What follows belongs to an exercise in optimizing a design on an open flow for small area, a short achievable clock period and few clock cycles per item; a production flow would make more cautious choices. The RTL was checked by simulation tests, not by an equivalence proof against the original design. Power is estimated from default activity; no workload was simulated.

[flow/design.v]
module float_mul_lane
#(
  parameter bit RNE = 1'b1
) (
  input  logic        clk,
  input  logic        rst_n,
  input  logic        en,
  input  logic [31:0] a,
  input  logic [31:0] b,
  output logic [31:0] result,
  output logic        ovf,
  output logic        udf
);
  localparam int          FP_BIAS    = 127;
  localparam int          FP_EXP_MAX = 255;
  localparam logic [31:0] FP_QNAN    = 32'h7FC0_0000;
  localparam logic [30:0] FP_INF_MAG = 31'h7F80_0000;
  localparam logic [1:0] ZERO = 2'd0;
  localparam logic [1:0] NORM = 2'd1;
  localparam logic [1:0] INF  = 2'd2;
  localparam logic [1:0] NAN  = 2'd3;
  function automatic logic [1:0] fp_classify(input logic [31:0] x);
    if (x[30:23] == 8'd0) begin
      fp_classify = ZERO;
    end else if (x[30:23] == 8'hFF) begin
      fp_classify = (x[22:0] == 23'd0) ? INF : NAN;
    end else begin
      fp_classify = NORM;
    end
  endfunction
  localparam logic signed [9:0] E_MAX = 10'(FP_EXP_MAX);
  logic [1:0]         ca, cb;
  logic               sign, spec;
  logic [31:0]        spec_val;
  logic               s1_sign, s1_spec;
  logic [31:0]        s1_spec_val;
  logic signed [9:0]  s1_exp;
  logic [23:0]        s1_ma, s1_mb;
  logic               s2_sign, s2_spec;
  logic [31:0]        s2_spec_val;
  logic signed [9:0]  s2_exp;
  logic [47:0]        s2_p;
  logic [22:0]        mant, mant_r;
  logic               guard, sticky, rup, carry;
  logic signed [9:0]  e_n;
  logic [31:0]        res_n;
  logic               ovf_n, udf_n;
  always_comb begin
    ca       = fp_classify(a);
    cb       = fp_classify(b);
    sign     = a[31] ^ b[31];
    spec     = 1'b1;
    spec_val = FP_QNAN;
    if (ca == NAN || cb == NAN || (ca == INF && cb == ZERO) || (ca == ZERO && cb == INF)) begin
      spec_val = FP_QNAN;
    end else if (ca == INF || cb == INF) begin
      spec_val = {sign, FP_INF_MAG};
    end else if (ca == ZERO || cb == ZERO) begin
      spec_val = {sign, 31'd0};
    end else begin
      spec = 1'b0;
    end
  end
  always_ff @(posedge clk) begin
    if (!rst_n) begin
      s1_sign <= 1'b0; s1_spec <= 1'b0; s1_spec_val <= '0;
      s1_exp  <= '0;   s1_ma   <= '0;   s1_mb       <= '0;
      s2_sign <= 1'b0; s2_spec <= 1'b0; s2_spec_val <= '0;
      s2_exp  <= '0;   s2_p    <= '0;
    end else if (en) begin
      s1_sign     <= sign;
      s1_spec     <= spec;
      s1_spec_val <= spec_val;
      s1_exp      <= 10'({2'b00, a[30:23]} + {2'b00, b[30:23]} - 10'(FP_BIAS));
      s1_ma       <= {1'b1, a[22:0]};
      s1_mb       <= {1'b1, b[22:0]};
      s2_sign     <= s1_sign;
      s2_spec     <= s1_spec;
      s2_spec_val <= s1_spec_val;
      s2_exp      <= s1_exp;
      s2_p        <= s1_ma * s1_mb;
    end
  end
  always_comb begin
    if (s2_p[47]) begin
      mant   = s2_p[46:24];
      guard  = s2_p[23];
      sticky = |s2_p[22:0];
      e_n    = s2_exp + 10'sd1;
    end else begin
      mant   = s2_p[45:23];
      guard  = s2_p[22];
      sticky = |s2_p[21:0];
      e_n    = s2_exp;
    end
    rup             = RNE & guard & (sticky | mant[0]);
    {carry, mant_r} = {1'b0, mant} + 24'(rup);
    if (carry) e_n = e_n + 10'sd1;
    ovf_n = 1'b0;
    udf_n = 1'b0;
    if (s2_spec) begin
      res_n = s2_spec_val;
    end else if (e_n >= E_MAX) begin
      res_n = {s2_sign, FP_INF_MAG};
      ovf_n = 1'b1;
    end else if (e_n <= 10'sd0) begin
      res_n = {s2_sign, 31'd0};
      udf_n = 1'b1;
    end else begin
      res_n = {s2_sign, e_n[7:0], mant_r};
    end
  end
  always_ff @(posedge clk) begin
    if (!rst_n) begin
      result <= '0;
      ovf    <= 1'b0;
      udf    <= 1'b0;
    end else if (en) begin
      result <= res_n;
      ovf    <= ovf_n;
      udf    <= udf_n;
    end
  end
endmodule
module axis_float_mul_lanes
#(
  parameter int    LANES      = 4,
  parameter int    USER_W     = 3,
  parameter        ROUND_MODE = "RNE"
) (
  input  logic                       clk,
  input  logic                       rst_n,
  input  logic [64*LANES-1:0]        s_axis_data,
  input  logic [USER_W-1:0]          s_axis_user,
  input  logic                       s_axis_last,
  input  logic                       s_axis_valid,
  output logic                       s_axis_ready,
  output logic [32*LANES-1:0]        m_axis_data,
  output logic [USER_W+2*LANES-1:0]  m_axis_user,
  output logic                       m_axis_last,
  output logic                       m_axis_valid,
  input  logic                       m_axis_ready
);
  localparam bit RNE = (ROUND_MODE == "RNE");
  logic                  adv;
  logic [2:0]            vld;
  logic [2:0]            last_q;
  logic [USER_W-1:0]     user_q [3];
  logic [32*LANES-1:0]   prod;
  logic [2*LANES-1:0]    flags;
  assign adv          = ~vld[2] | m_axis_ready;
  assign s_axis_ready = rst_n & adv;
  always_ff @(posedge clk) begin
    if (!rst_n) begin
      vld    <= '0;
      last_q <= '0;
      for (int i = 0; i < 3; i++) user_q[i] <= '0;
    end else if (adv) begin
      vld       <= {vld[1:0], s_axis_valid};
      last_q    <= {last_q[1:0], s_axis_last};
      user_q[0] <= s_axis_user;
      user_q[1] <= user_q[0];
      user_q[2] <= user_q[1];
    end
  end
  for (genvar i = 0; i < LANES; i++) begin : g_lane
    float_mul_lane #(.RNE(RNE)) u_lane (
      .clk    (clk),
      .rst_n  (rst_n),
      .en     (adv),
      .a      (s_axis_data[64*i+32 +: 32]),
      .b      (s_axis_data[64*i +: 32]),
      .result (prod[32*i +: 32]),
      .ovf    (flags[2*i+1]),
      .udf    (flags[2*i])
    );
  end
  assign m_axis_data  = prod;
  assign m_axis_user  = {user_q[2], flags};
  assign m_axis_last  = last_q[2];
  assign m_axis_valid = vld[2];
endmodule
[flow/run.sh]
#!/bin/bash
# synth_recipe.tcl (not shown) runs the flow's synth.tcl, then flattens the netlist and writes it again
# the make line also repeats each setting of config.mk as NAME=value (left out here)
make -C /OpenROAD-flow-scripts/flow DESIGN_CONFIG=/design/flow/config.mk WORK_HOME=/design/flow/orfs CLKGATE_MAP_FILE= SYNTH_SCRIPT=/design/flow/synth_recipe.tcl finish
[flow/config.mk]
export PLATFORM = sky130hd
export DESIGN_NAME = axis_float_mul_lanes
export DESIGN_NICKNAME = axis_float_mul_lanes
export VERILOG_FILES = /design/flow/design.v
export SDC_FILE = /design/flow/constraint.sdc
export NUM_CORES = 4
export LEC_CHECK = 0
export CAP_MARGIN = 20
export CORE_MARGIN = 2
export CORE_UTILIZATION = 40
export SLEW_MARGIN = 20
[flow/constraint.sdc]
create_clock -name core_clock -period 8.0 [get_ports {clk}]
set_input_delay 1.6000 -clock core_clock [delete_from_list [all_inputs] [get_ports {clk}]]
set_output_delay 1.6000 -clock core_clock [all_outputs]
set_load 0.01 [all_outputs]
==> results.yml <==
status:
  status: "complete, no violations"
global_routing:
  grt_util_all_layers_pct: 22.94
  use_met3_pct: 3.442
  antenna_found_initial: 8
  globalRouteMet1Util_pct: 32.69
  grt_max_degree: 147
  grt.busiest_layer: "met2"
  grt_pass1_wl_mm: 483.2
  grt_pass1_vias: 83653
  grtUsageMet2_pct: 36.53
  grt_overflow: 0
route:
  dr.pass1.iters: 7
  initialDrtViolationCount: 5111
  wl_mm: 301.8
  dr_total_vias: 81353
  drc_errors: 0
  vias_per_cell: 5.056
  antenna_left: 0
  wl_per_cell_um: 18.76
timing:
  worstMarginPinSlew_ns: 1.149
  finalSetupViolations: 0
  setup_slack_ns: 0.4076
  max-slew-margin-rel_pct: 22.82
  period_needed_ns: 7.592
  setup_tns_ns: 0
  fmax_mhz: 131.7
  slew_violations: 0
  final-hold-violation-count: 0
  finClkSkew_ns: 0.04728
  min_period_over_period_pct: 94.91
  rsz0062_at_grt: "no"
logic_synthesis:
  syn-num-nets: 15313
  ys_warn_count: 3
  yosysMostFrequentCell: "inv_1"
  synth_cell_types: 94
  synth_edf_count: 0
  ys_seq_elements: 648
  synth_area_leader_cell: "fa_1"
  ys.flop_type: "dfxtp_1"
  syn-cell-area_mm2: 0.1052
  synthArstFlopShare_pct: 0
  syn_avg_cell_area_um2: 8.505
  synth-seq-area-share_pct: 12.33
  syn_inst: 12373
  synth_area_leaders: "fa_1 (37%), dfxtp_1 (12%), ha_1 (8.8%), inv_1 (8.1%), nand2_1 (7.8%)"
  synth_top_area_share_pct: 36.75
  synth_commonest_cells: "inv_1 (2282), nand2_1 (2181), fa_1 (1932), and2_1 (1179), ha_1 (744)"
critical_path:
  cp-start-kind: "flip-flop"
  cp_max_fo: 22
  crit_type: "reg -> reg"
  crit_start: "g_lane[1].u_lane.s1_ma[6]"
  rr_startpoint: "g_lane[1].u_lane.s1_ma[6]"
  reg2regPathDepth: 21
  arrival_ns: 8.17
  cp.required_ns: 8.57
  endpoint_kind: "flip-flop"
pwr:
  p_leak_nw: 54.87
  p_per_area_mw_per_mm2: 190.2
  peakVddDrop_mv: 0.1876
min_path:
  worstHoldStart: "g_lane[2].u_lane.result[17]"
  min_path_type: "reg -> reg"
  hold_depth: 2
placed_design:
  gp_congestion: 0.8778
  dpl_worst_slack_ns: 0.3897
  port_buffers: 405
  post-place-cells: 15933
  place_hpwl_mm: 244.5
clocking:
  cts_resized: 0
  postCtsHoldBufs: 0
  cts_inserted_buffers: 84
  clk_pin_slew_ns: 0.06
  ctsLongestPathBuffers: 3
  clock_latency_ns: 0.72
  h-tree-depth: 3
  cts_setup_buffers: 0
  cts_tree: "yes"
  cts_sinks: 648
  cts_root_buf: "clkbuf_16"
cells_and_area:
  layoutNonFillerInstCount: 16089
  finish.net_count: 15444
  synthToLayoutAreaGrowth_pct: 10.84
  fillers: 26120
  drive_above_1_share_pct: 4.383
die:
  io_pins: 406
  core_mm2: 0.2620
  rows: 188
  fp.dieH_um: 516.9
  dieArea_mm2: 0.2672
  start_util_pct: 40.16
  fp.dieW_um: 516.9
job:
  maxCapViolations: 0
## flip-flops by register name, summed over array words and instances (netlist names), 9 cells and up
signal,count
g_lane.u_lane.result,128
g_lane.u_lane.s1_exp,40
g_lane.u_lane.s1_ma,92
g_lane.u_lane.s1_mb,93
g_lane.u_lane.s1_spec_val,12
g_lane.u_lane.s2_exp,40
g_lane.u_lane.s2_p,192
g_lane.u_lane.s2_spec_val,12
user_q,9
## final cells by class
class                      count  area, um2  area share, %
antenna                        3      7.507       0.006436
clock buffer                 112       2431          2.084
clock inverter                41      494.2         0.4237
inverter                    2284       8581          7.357
multi-input combinational   8755      81090          69.52
sequential                   648      13010          11.15
tap                         3515       4398          3.771
timing repair buffer         731       6634          5.688
## through the flow
step / utilization [%] / hold WS [ns] / power [mW] / area [um2]
3_3_place_gp: 43.38 / 0.4362 / 18.07 / 113700
4_1_cts: 44.49 / 0.4480 / 22.38 / 116600
3_5_place_dp: 43.38 / 0.4414 / 18.06 / 113700
6_report: 44.51 / 0.4458 / 22.18 / 116600
2_1_floorplan: - / 0.4249 / 14.03 / 105200
5_1_grt: 44.51 / 0.4621 / 24.44 / 116600
## final timing paths
path / to / slack [ns]
setup / recovery: g_lane[1].u_lane.s2_p[38] / 0.41
hold / removal: g_lane[2].u_lane.result[17] / 0.45
setup reg to reg: g_lane[1].u_lane.s2_p[38] / 0.41
hold reg to reg: g_lane[2].u_lane.result[17] / 0.45
## per-layer routing
layer	share of wire, %	up-vias
li1	-	38346
met3	6.2	308
met1	46	40535
met5	0	-
met2	45	2164
met4	2.5	0
## power breakdown
group / switching (mW) / internal, mW / total, mW / leakage, nW
combinational: 7.81 / 5.74 / 13.6 / 48.1
sequential: 0.763 / 3.78 / 4.55 / 5.36
clock: 1.65 / 2.43 / 4.08 / 1.45
total: 10.2 / 12.0 / 22.2 / 54.9
## kinds of logic after synthesis
family                   Yosys count  share of synthesized area (%)
adder cells (fa/ha/maj)         2676                          45.60
flip-flops                       648                          12.33
buffers and inverters           2970                          10.68
AO/OA/AOI/OAI                   1509                          8.944
XOR/XNOR                         314                          2.613
AND/OR/NAND/NOR                 4175                          19.04
multiplexers                      81                         0.7990
## worst max-delay path, stage by stage, from the launching register on
cell	delay, ns
dfxtp_1	0.98
nand2_1	0.19
fa_1	0.58
inv_1	0.05
fa_1	0.54
fa_1	0.46
fa_1	0.59
fa_1	0.46
fa_1	0.53
inv_1	0.07
fa_1	0.48
inv_1	0.04
ha_1	0.36
and3_1	0.26
nand2_1	0.07
or4_1	0.60
a31oi_1	0.39
a31oi_1	0.20
o21ai_0	0.24
buf_4	0.17
xnor2_1	0.12
o21ai_0	0.09
## placed cells by master, fill, tap and decap left out, types with 21 or more instances in the layout
cell,n
dfxtp_2,24
buf_4,315
nand2b_1,37
nand4_1,75
nor2_1,245
mux2_2,23
nor2b_1,43
a211oi_1,119
clkbuf_16,87
xor2_1,104
mux2i_1,57
nor3_1,52
nand2_1,2180
and2_1,1179
o211ai_1,21
and3_1,59
nor4_1,90
xnor2_1,210
o21ai_0,198
inv_1,2281
a311oi_1,29
or3_1,21
ha_1,744
nand3_1,121
a22o_1,74
a21oi_1,659
clkdlybuf4s50_1,404
o21bai_1,43
fa_1,1932
dfxtp_1,623
a22oi_1,21
a21o_1,105
a31oi_1,51
Testbench counts, summed over its fixed seeds: cycles 16,024, items 16,000.

what the ideal ports hide:
Ports are ideal in the flow. The routed layout listed here was re-timed in OpenROAD. Step 1 assumes that a clkbuf_16 drives the clock port and a buf_2 every other input. Step 2 moves the port delays by t, midway between the first and last clock arrival at a register: inputs arrive t later, outputs are due t later. That takes back most of the time a late clock gives input paths. a / b / c = ideal / step 1 / step 2; a / b = the first two.
t, ns: 0.770
setup WS [ns]: 0.408 / 0.408 / 0.408
worst setup path at the end: register to register
slew at the worst register clock pin (ns): 0.07 / 0.07
After both steps this run still meets setup and hold. The setup slack of this run moves by 0.000 ns with the drivers and by 0.000 ns with both steps.
